Source: an optimization exercise on an open RTL-to-GDS flow (aim: small area, a short achievable clock period and few clock cycles per item). Production flows keep margins and buffers that such runs may drop. At most, simulation tests tie the RTL to the original design; equivalence was not proved.

== run 1 ==
// fft2d_top
module fft2d_top (
  input  logic                          clk,
  input  logic                          arst_n,
  input  logic                          in_valid,
  output logic                          in_ready,
  input  logic signed [16-1:0]  in_re,
  input  logic signed [16-1:0]  in_im,
  output logic                          out_valid,
  input  logic                          out_ready,
  output logic signed [20-1:0] out_re,
  output logic signed [20-1:0] out_im,
  output logic                          out_last
);
Size: about 5500 cells after synthesis, ~930 flip-flops, about 79 I/O pins, ~46000 µm² of cells after synthesis.
Settings: LEC_CHECK=0, ABC_AREA=1, CAP_MARGIN=20, CORE_MARGIN=2, CORE_UTILIZATION=40, CTS_CLUSTER_DIAMETER=90, CTS_CLUSTER_SIZE=28, PLACE_DENSITY=0.6, SETUP_SLACK_MARGIN=3.0, SLEW_MARGIN=20; clock period 6.0 ns.
run.sh (not shown) runs the stock make flow with config.mk's settings and CLKGATE_MAP_FILE= SYNTH_SCRIPT=/design/flow/synth_recipe.tcl, a recipe that flattens the netlist after the stock synthesis.
Run 1 went all the way through synthesis, placement and routing and the layout is clean on timing, DRC and antenna.
Testbench counts of run 1, summed over its fixed seeds: cycles 6,304, samples 6,144.
Setup changes, run 1 to run 2
Settings: a change of CTS_CLUSTER_DIAMETER from 90 to 80; a change of CTS_CLUSTER_SIZE from 28 to 24; a change of SETUP_SLACK_MARGIN from 3.0 to 2.9.
--- outcome ---
Result: PASS for each of run 2 and run 1. As of run 2, post-route non-filler standard cell count had fallen slightly compared to run 1. Run 1 tops out at a higher clock frequency than run 2. Post-detailed-route via-to-cell ratio: run 2 vs run 1 down 0.044. Relative to run 1, the via count of run 2 is lower by 1.5%. Run 2 against run 1: number of instances on the worst hold path went down by 2; area overhead of the layout relative to synthesis now smaller; global-route usage went down by 0.55 points; pin count of the biggest net entering global routing now smaller.
> inputs changed (run 2 -> run 3)
Settings: swapping 2.9 for 3.0 in SETUP_SLACK_MARGIN; putting TNS_END_PERCENT at 30 where nothing was set.
[summary]
Where top achievable clock speed is concerned, run 2 is outperformed by run 3. The cell count of run 3 is higher than that of run 2. Wire length of the first global-routing pass (run 3 vs. run 2) increases slightly. Run 3 vs. run 2: global-route usage went up by 0.33 points. Looking only at number of global-route vias before repair, and setting everything else aside, the higher value of run 3 and run 2 goes to run 3. Compared run 3 vs run 2, and initial detailed-routing violation count is down in run 3. Run 3 has measured slew at the worst slew-check pin below what run 2 had.
--- input diff run 3..run 4 ---
Settings: TNS_END_PERCENT no longer set, was 30; SETUP_SLACK_MARGIN now 3.15, was 3.0.
Notes after the runs:
In run 4 the number of buffers inserted to repair setup after CTS turned out 94% higher than in run 3. Run 4: PASS, flow complete, no timing, DRC or antenna violations. Sort run 4 and run 3 by ratio of cells with drive above 1 in the final layout desc -> top: run 4. Looking at time the final worst path needs with I/O delays and setup, run 4 sits 160 ps below run 3. Clock network area share down 0.54 points in run 4 wrt run 3. Overall fraction of global-route tracks in use was higher in run 4 than in run 3.
Here is what was changed in the inputs of run 5 compared with run 4.
Settings: SETUP_SLACK_MARGIN now 2.85, was 3.15.
- The run showing the smaller global-route usage is run 5.
- Relative to run 4, run 5 improves hold slack.
- Comparing buffer count from post-CTS setup fixing for run 5 and run 4, the bigger number came from run 4.
- Diff run 5 and run 4: via count of the first global-routing pass lower in run 5
- Run 5 -> run 4: synthesized cell count delta 0, exact match
- The lower final non-filler cell area came out of run 5.
- Worst endpoint data arrival time: higher on run 5
- | multi-input gate share of the layout cell area | run 5 vs run 4 | 0.23 points lower |
- On run 5: sequential share of cell area is 2.9 points higher than what run 4 gave.

yarrow:
Another version of the RTL of fft2d_top (not shown whole).
For scale: about 5,100 cells after synthesis, about 50,000 um^2 of cells after synthesis.
Settings: LEC_CHECK=0, ABC_AREA=1, CAP_MARGIN=20, CORE_MARGIN=2, CORE_UTILIZATION=40, CTS_CLUSTER_DIAMETER=100, CTS_CLUSTER_SIZE=30, PLACE_DENSITY=0.6, SETUP_SLACK_MARGIN=3.3, SLEW_MARGIN=20; clock period 6.0 ns.
Setup changes, yarrow to fjord
# yarrow
export LEC_CHECK = 0
export ABC_AREA = 1
export CAP_MARGIN = 20
export CORE_MARGIN = 2
export CORE_UTILIZATION = 40
export CTS_CLUSTER_DIAMETER = 100
export CTS_CLUSTER_SIZE = 30
export PLACE_DENSITY = 0.6
export SETUP_SLACK_MARGIN = 3.3
export SLEW_MARGIN = 20
create_clock -name core_clock -period 6.0 [get_ports {clk}]
# fjord
export LEC_CHECK = 0
export ABC_AREA = 1
export CAP_MARGIN = 20
export CORE_MARGIN = 2
export CORE_UTILIZATION = 55
export CTS_CLUSTER_DIAMETER = 100
export CTS_CLUSTER_SIZE = 30
export PLACE_DENSITY = 0.75
export SETUP_SLACK_MARGIN = 3.0
export SLEW_MARGIN = 20
create_clock -name core_clock -period 6.0 [get_ports {clk}]
Notes after the runs:
Any difference in share of the clock period used by the worst path between yarrow and fjord is small enough to ignore. [compare] base=yarrow new=fjord: longest individual stage delay on the worst path picked up an extra 30 ps.
Relative to fjord, the following input files were edited for harbor:
# fjord
export LEC_CHECK = 0
export ABC_AREA = 1
export CAP_MARGIN = 20
export CORE_MARGIN = 2
export CORE_UTILIZATION = 55
export CTS_CLUSTER_DIAMETER = 100
export CTS_CLUSTER_SIZE = 30
export PLACE_DENSITY = 0.75
export SETUP_SLACK_MARGIN = 3.0
export SLEW_MARGIN = 20
create_clock -name core_clock -period 6.0 [get_ports {clk}]
# harbor
export LEC_CHECK = 0
export ABC_AREA = 1
export CAP_MARGIN = 20
export CORE_MARGIN = 2
export CORE_UTILIZATION = 40
export CTS_CLUSTER_DIAMETER = 100
export CTS_CLUSTER_SIZE = 30
export PLACE_DENSITY = 0.6
export SETUP_SLACK_MARGIN = 2.7
export SLEW_MARGIN = 20
create_clock -name core_clock -period 6.0 [get_ports {clk}]
Notes after the runs:
fjord → harbor: total of cells resized after clock tree synthesis decreased about 64%; cell area reported after detailed placement increased 1.3%; non-clock buffer instance count of the final layout decreased about 14%. Relative to fjord, the worst path setup slack after routing of harbor is lower by 220 ps.
Setup changes, harbor to zinc
# harbor
export LEC_CHECK = 0
export ABC_AREA = 1
export CAP_MARGIN = 20
export CORE_MARGIN = 2
export CORE_UTILIZATION = 40
export CTS_CLUSTER_DIAMETER = 100
export CTS_CLUSTER_SIZE = 30
export PLACE_DENSITY = 0.6
export SETUP_SLACK_MARGIN = 2.7
export SLEW_MARGIN = 20
create_clock -name core_clock -period 6.0 [get_ports {clk}]
# zinc
export LEC_CHECK = 0
export ABC_AREA = 1
export CAP_MARGIN = 20
export CORE_MARGIN = 2
export CORE_UTILIZATION = 40
export CTS_CLUSTER_DIAMETER = 100
export CTS_CLUSTER_SIZE = 30
export PLACE_DENSITY = 0.6
export SETUP_SLACK_MARGIN = 3.0
export SLEW_MARGIN = 20
create_clock -name core_clock -period 6.0 [get_ports {clk}]
Results
Routed wire in zinc totals more than in harbor.
zinc vs. harbor: highest net fanout along the worst path picked up an extra 17; final period demand of the worst path lost 250 ps.
No run of this note included a check of the RTL's function; only the layout flow was run.

Setup of xenon:
The RTL this note starts from:
==> flow/design.v <==
module fft2d_top (
  input  logic                          clk,
  input  logic                          arst_n,
  input  logic                          in_valid,
  output logic                          in_ready,
  input  logic signed [16-1:0]  in_re,
  input  logic signed [16-1:0]  in_im,
  output logic                          out_valid,
  input  logic                          out_ready,
  output logic signed [20-1:0] out_re,
  output logic signed [20-1:0] out_im,
  output logic                          out_last
);
  localparam int IW = 16;    
  localparam int AW = IW + 1;         
  localparam int RW = 18;   
  localparam int ZW = RW + 1;         
  localparam int OW = 20;   
  localparam int EW = 2 * RW;         
  logic                 xv;         
  logic [1:0]           xc;         
  logic signed [IW-1:0] xre, xim;   
  logic                 xgo;        
  logic                 pa;         
  logic                 pb;         
  logic                 pha;        
  logic                 phb;        
  logic                 in_fire;
  logic                 xv_n;       
  logic [1:0]           xc_n;
  logic                 pa_n;
  logic                 pb_n;
  logic signed [IW-1:0] x0r, x0i;   
  logic signed [AW-1:0] pr, pim;    
  logic signed [AW-1:0] qr, qim;    
  logic signed [AW-1:0] cr, cim;    
  logic signed [AW-1:0] dr, dim;    
  logic signed [RW-1:0] o1r, o1i;   
  logic signed [RW-1:0] o2r, o2i;
  logic signed [RW-1:0] ar, ai;     
  logic signed [RW-1:0] br, bi;     
  assign xgo     = xv && !((xc == 2'd1 && pa) || (xc == 2'd2 && pb));
  assign in_fire = in_valid && in_ready;
  assign xv_n = in_fire || (xv && !xgo);
  assign xc_n = xgo ? xc + 2'd1 : xc;
  assign pa_n = (xgo && xc == 2'd3) || (pa && !pha);
  assign pb_n = (xgo && xc == 2'd3) || (pb && !phb);
  always_ff @(posedge clk)
  begin
    if (in_fire)
    begin
      xre <= in_re;
      xim <= in_im;
    end
  end
  always_ff @(posedge clk or negedge arst_n)
  begin
    if (!arst_n)
    begin
      xv       <= 1'b0;
      xc       <= '0;
      pa       <= 1'b0;
      pb       <= 1'b0;
      in_ready <= 1'b1;
    end
    else
    begin
      xv       <= xv_n;
      xc       <= xc_n;
      pa       <= pa_n;
      pb       <= pb_n;
      in_ready <= !(xv_n && ((xc_n == 2'd1 && pa_n) || (xc_n == 2'd2 && pb_n)));
    end
  end
  always_comb
  begin
    if (pa)
    begin
      o1r = RW'(pr);
      o1i = RW'(pim);
      o2r = RW'(qr);
      o2i = RW'(qim);
    end
    else if (pb)
    begin
      o1r = RW'(cr);
      o1i = RW'(cim);
      o2r = RW'(dim);   
      o2i = RW'(dr);    
    end
    else
    begin
      o1r = xc[0] ? RW'(qr)  : RW'(x0r);
      o1i = xc[0] ? RW'(qim) : RW'(x0i);
      o2r = RW'(xre);
      o2i = RW'(xim);
    end
  end
  assign ar = o1r + o2r;
  assign ai = o1i + o2i;
  assign br = o1r - o2r;
  assign bi = o1i - o2i;
  always_ff @(posedge clk)
  begin
    if (xgo)
    begin
      case (xc)
        2'd0:
        begin
          x0r <= xre;
          x0i <= xim;
        end
        2'd1:
        begin
          qr  <= AW'(xre);
          qim <= AW'(xim);
        end
        2'd2:
        begin
          pr  <= AW'(ar);
          pim <= AW'(ai);
          cr  <= AW'(br);
          cim <= AW'(bi);
        end
        default:
        begin
          qr  <= AW'(ar);
          qim <= AW'(ai);
          dr  <= AW'(br);
          dim <= AW'(bi);
        end
      endcase
    end
  end
  logic [EW-1:0] w [4];
  assign w[0] = {ai, ar};
  assign w[1] = {bi, ar};
  assign w[2] = {bi, br};
  assign w[3] = {ai, br};
  logic [15:0][EW-1:0] m;        
  logic [3:0]          v;        
  logic [3:0]          e;        
  logic                mode;     
  logic                wmode;    
  logic                hmode_n;  
  logic [1:0]          wrow;     
  logic                ld1;      
  logic                cons;     
  logic [1:0]          bin;      
  logic [1:0]          rcol;     
  logic                rdf;      
  logic                flip;     
  assign e[0] = cons || !v[0];
  assign e[1] = cons || !(v[0] && v[1]);
  assign e[2] = cons || !(v[0] && v[1] && v[2]);
  assign e[3] = cons || !(v[0] && v[1] && v[2] && v[3]);
  assign pha  = pa && e[3];
  assign phb  = pb && !pa;
  assign flip = pha && (wrow == 2'd3);
  for (genvar gi = 0; gi < 4; gi++)
  begin : g_row
    for (genvar gj = 0; gj < 4; gj++)
    begin : g_col
      logic          en0;    
      logic          en1;    
      logic [EW-1:0] src0;   
      logic [EW-1:0] src1;   
      if (gj == 3)
      begin : g_t0
        assign src0 = w[gi];
        if (gi % 2 == 0)
          assign en0 = e[3] && !phb;
        else
          assign en0 = e[3] || phb;
      end
      else
      begin : g_n0
        assign src0 = m[gi*4 + gj + 1];
        assign en0  = e[gj];
      end
      if (gi == 3)
      begin : g_t1
        assign src1 = w[gj];
        if (gj % 2 == 0)
          assign en1 = e[3] && !phb;
        else
          assign en1 = e[3] || phb;
      end
      else
      begin : g_n1
        assign src1 = m[(gi+1)*4 + gj];
        assign en1  = e[gi];
      end
      always_ff @(posedge clk)
      begin
        if (wmode ? en1 : en0)
          m[gi*4 + gj] <= wmode ? src1 : src0;
      end
    end
  end
  always_ff @(posedge clk or negedge arst_n)
  begin
    if (!arst_n)
    begin
      v       <= '0;
      mode    <= 1'b0;
      wmode   <= 1'b0;
      hmode_n <= 1'b1;
      wrow    <= '0;
      rdf     <= 1'b0;
    end
    else
    begin
      for (int j = 0; j < 3; j++)
        if (e[j])
          v[j] <= v[j+1];
      if (e[3])
        v[3] <= phb || flip;
      if (pha)
        wrow <= wrow + 2'd1;
      if (flip)
      begin
        mode    <= ~mode;   
        hmode_n <= mode;
      end
      if (phb)
        wmode <= mode;
      if (flip)
        rdf <= 1'b1;
      else if (cons && rcol == 2'd3)
        rdf <= 1'b0;
    end
  end
  logic signed [RW-1:0] hr [4];   
  logic signed [RW-1:0] hi [4];
  logic                 b0, b1;   
  logic                 ng;       
  logic [OW-1:0]        t0r, t1r, t2r, t3r;   
  logic [OW-1:0]        t0i, t1i, t2i, t3i;   
  logic [OW-1:0]        u1r, v1r, u1i, v1i;   
  logic                 s1v;      
  logic                 s1l;      
  logic [OW-1:0]        sr, cr2, si, ci2;   
  logic signed [OW-1:0] yr, yi;
  logic                 oa;       
  logic                 kv;       
  logic signed [OW-1:0] kre, kim;
  logic                 klast;
  logic                 s1go;     
  for (genvar g = 0; g < 4; g++)
  begin : g_head
    logic [EW-1:0] h;
    assign h     = hmode_n ? m[g*4] : m[g];
    assign hr[g] = h[RW-1:0];
    assign hi[g] = h[EW-1:RW];
  end
  assign b0 = bin[0];
  assign b1 = bin[1];
  assign ng = b0 || b1;
  assign t0r = OW'(hr[0]);
  assign t1r = OW'(hr[2]) ^ {OW{b0}};
  assign t2r = OW'(b0 ? hi[1] : hr[1]) ^ {OW{b1}};
  assign t3r = OW'(b0 ? hi[3] : hr[3]) ^ {OW{b0 ^ b1}};
  assign t0i = OW'(hi[0]);
  assign t1i = OW'(hi[2]) ^ {OW{b0}};
  assign t2i = OW'(b0 ? hr[1] : hi[1]) ^ {OW{b0 ^ b1}};
  assign t3i = OW'(b0 ? hr[3] : hi[3]) ^ {OW{b1}};
  assign u1r = t0r ^ t1r ^ t2r;
  assign v1r = {(t0r[OW-2:0] & t1r[OW-2:0]) | (t0r[OW-2:0] & t2r[OW-2:0]) |
                (t1r[OW-2:0] & t2r[OW-2:0]), ng};
  assign u1i = t0i ^ t1i ^ t2i;
  assign v1i = {(t0i[OW-2:0] & t1i[OW-2:0]) | (t0i[OW-2:0] & t2i[OW-2:0]) |
                (t1i[OW-2:0] & t2i[OW-2:0]), ng};
  assign ld1  = rdf && !(s1v && out_valid && kv);
  assign cons = ld1 && (bin == 2'd3);
  always_ff @(posedge clk)
  begin
    if (ld1)
    begin
      sr  <= u1r ^ v1r ^ t3r;
      cr2 <= {(u1r[OW-2:0] & v1r[OW-2:0]) | (u1r[OW-2:0] & t3r[OW-2:0]) |
              (v1r[OW-2:0] & t3r[OW-2:0]), ng};
      si  <= u1i ^ v1i ^ t3i;
      ci2 <= {(u1i[OW-2:0] & v1i[OW-2:0]) | (u1i[OW-2:0] & t3i[OW-2:0]) |
              (v1i[OW-2:0] & t3i[OW-2:0]), ng};
      s1l <= (bin == 2'd3) && (rcol == 2'd3);
    end
  end
  assign yr = sr + cr2;
  assign yi = si + ci2;
  assign oa   = !out_valid || out_ready;
  assign s1go = s1v && (!kv || oa);
  always_ff @(posedge clk or negedge arst_n)
  begin
    if (!arst_n)
    begin
      s1v       <= 1'b0;
      kv        <= 1'b0;
      out_valid <= 1'b0;
      bin       <= '0;
      rcol      <= '0;
    end
    else
    begin
      s1v       <= ld1 || (s1v && !s1go);
      kv        <= oa ? (kv && s1v) : (kv || s1v);
      out_valid <= oa ? (kv || s1v) : 1'b1;
      if (ld1)
        bin <= bin + 2'd1;
      if (cons)
        rcol <= rcol + 2'd1;
    end
  end
  always_ff @(posedge clk)
  begin
    if (s1v && (kv == oa))
    begin
      kre   <= yr;
      kim   <= yi;
      klast <= s1l;
    end
    if (oa && (kv || s1v))
    begin
      out_re   <= kv ? kre : yr;
      out_im   <= kv ? kim : yi;
      out_last <= kv ? klast : s1l;
    end
  end
endmodule
clock: 6.0 ns
lec_check: 0
cap_margin: 20
core_margin: 2
core_utilization: 40
place_density: 0.6
setup_slack_margin: 3.0
slew_margin: 20
xenon ended with every stage complete and zero timing, DRC or antenna violations.
--- input diff xenon..ember ---
diff --git a/flow/config.mk b/flow/config.mk
--- a/flow/config.mk
+++ b/flow/config.mk
@@ -7,0 +8 @@
+export ABC_AREA = 1
## What came out
Between xenon and ember, the flow reports met2 layer wire length in the routed design increasing by more than a quarter. Per the comparison of ember with xenon, share of the clock period used by the worst path after layout dropped 6.1 points; synthesized netlist cell count went up. Most congested layer reported by global routing = met2: ember; most congested layer reported by global routing = met1: xenon. m[440]$_DFFE_PP_ as the destination of the critical timing path was reported by xenon, and m[513]$_DFFE_PP_ by ember. xenon: full flow OK, the timing, design-rule and antenna checks passed. ember was carried through to the last stage, and its layout satisfied the timing, design-rule and antenna checks.
Function was not checked in any run of this note: the RTL went through the layout flow alone.

[afterwards: timing with drivers on the ports]
No port has a modelled driver above. Below, the same layouts with a new extraction and two added sets of constraints.
Step 1 (the two cells are an assumption about what drives the block):
set clk [get_ports {clk}]
set_driving_cell -lib_cell sky130_fd_sc_hd__clkbuf_16 $clk
set_driving_cell -lib_cell sky130_fd_sc_hd__buf_2 [delete_from_list [all_inputs] $clk]
Step 2 moves the port delays by t, midway between the first and last clock arrival at a register: inputs arrive t later, outputs are due t later. That takes back most of the time a late clock gives input paths.
Slacks: no drivers / after step 1 / after step 2; pairs: no drivers / after step 1.
run	t, ns	setup slack, ns	worst setup path at the end	slew at the worst register clock pin (ns)
run 1	0.727	3.019 / 3.019 / 2.417	input to register	0.12 / 0.12
run 2	0.744	2.930 / 2.930 / 2.324	input to register	0.10 / 0.10
run 3	0.750	2.940 / 2.940 / 2.374	input to register	0.10 / 0.10
run 4	0.730	3.099 / 3.099 / 2.504	input to register	0.10 / 0.10
run 5	0.743	2.935 / 2.935 / 2.286	input to register	0.11 / 0.11
yarrow	0.752	3.047 / 3.047 / 2.735	input to register	0.12 / 0.12
fjord	0.693	3.044 / 3.044 / 2.995	input to register	0.12 / 0.12
harbor	0.743	2.824 / 2.824 / 2.824	register to register	0.12 / 0.12
zinc	0.711	3.075 / 3.075 / 2.911	input to register	0.12 / 0.12
xenon	0.748	2.348 / 2.348 / 2.348	register to register	0.07 / 0.07
ember	0.764	2.717 / 2.717 / 2.717	register to register	0.07 / 0.07
After both steps setup and hold are still met in every run listed. For run 5, which loses most, drivers alone change the setup slack by 0.000 ns; drivers and shift together by -0.649 ns.
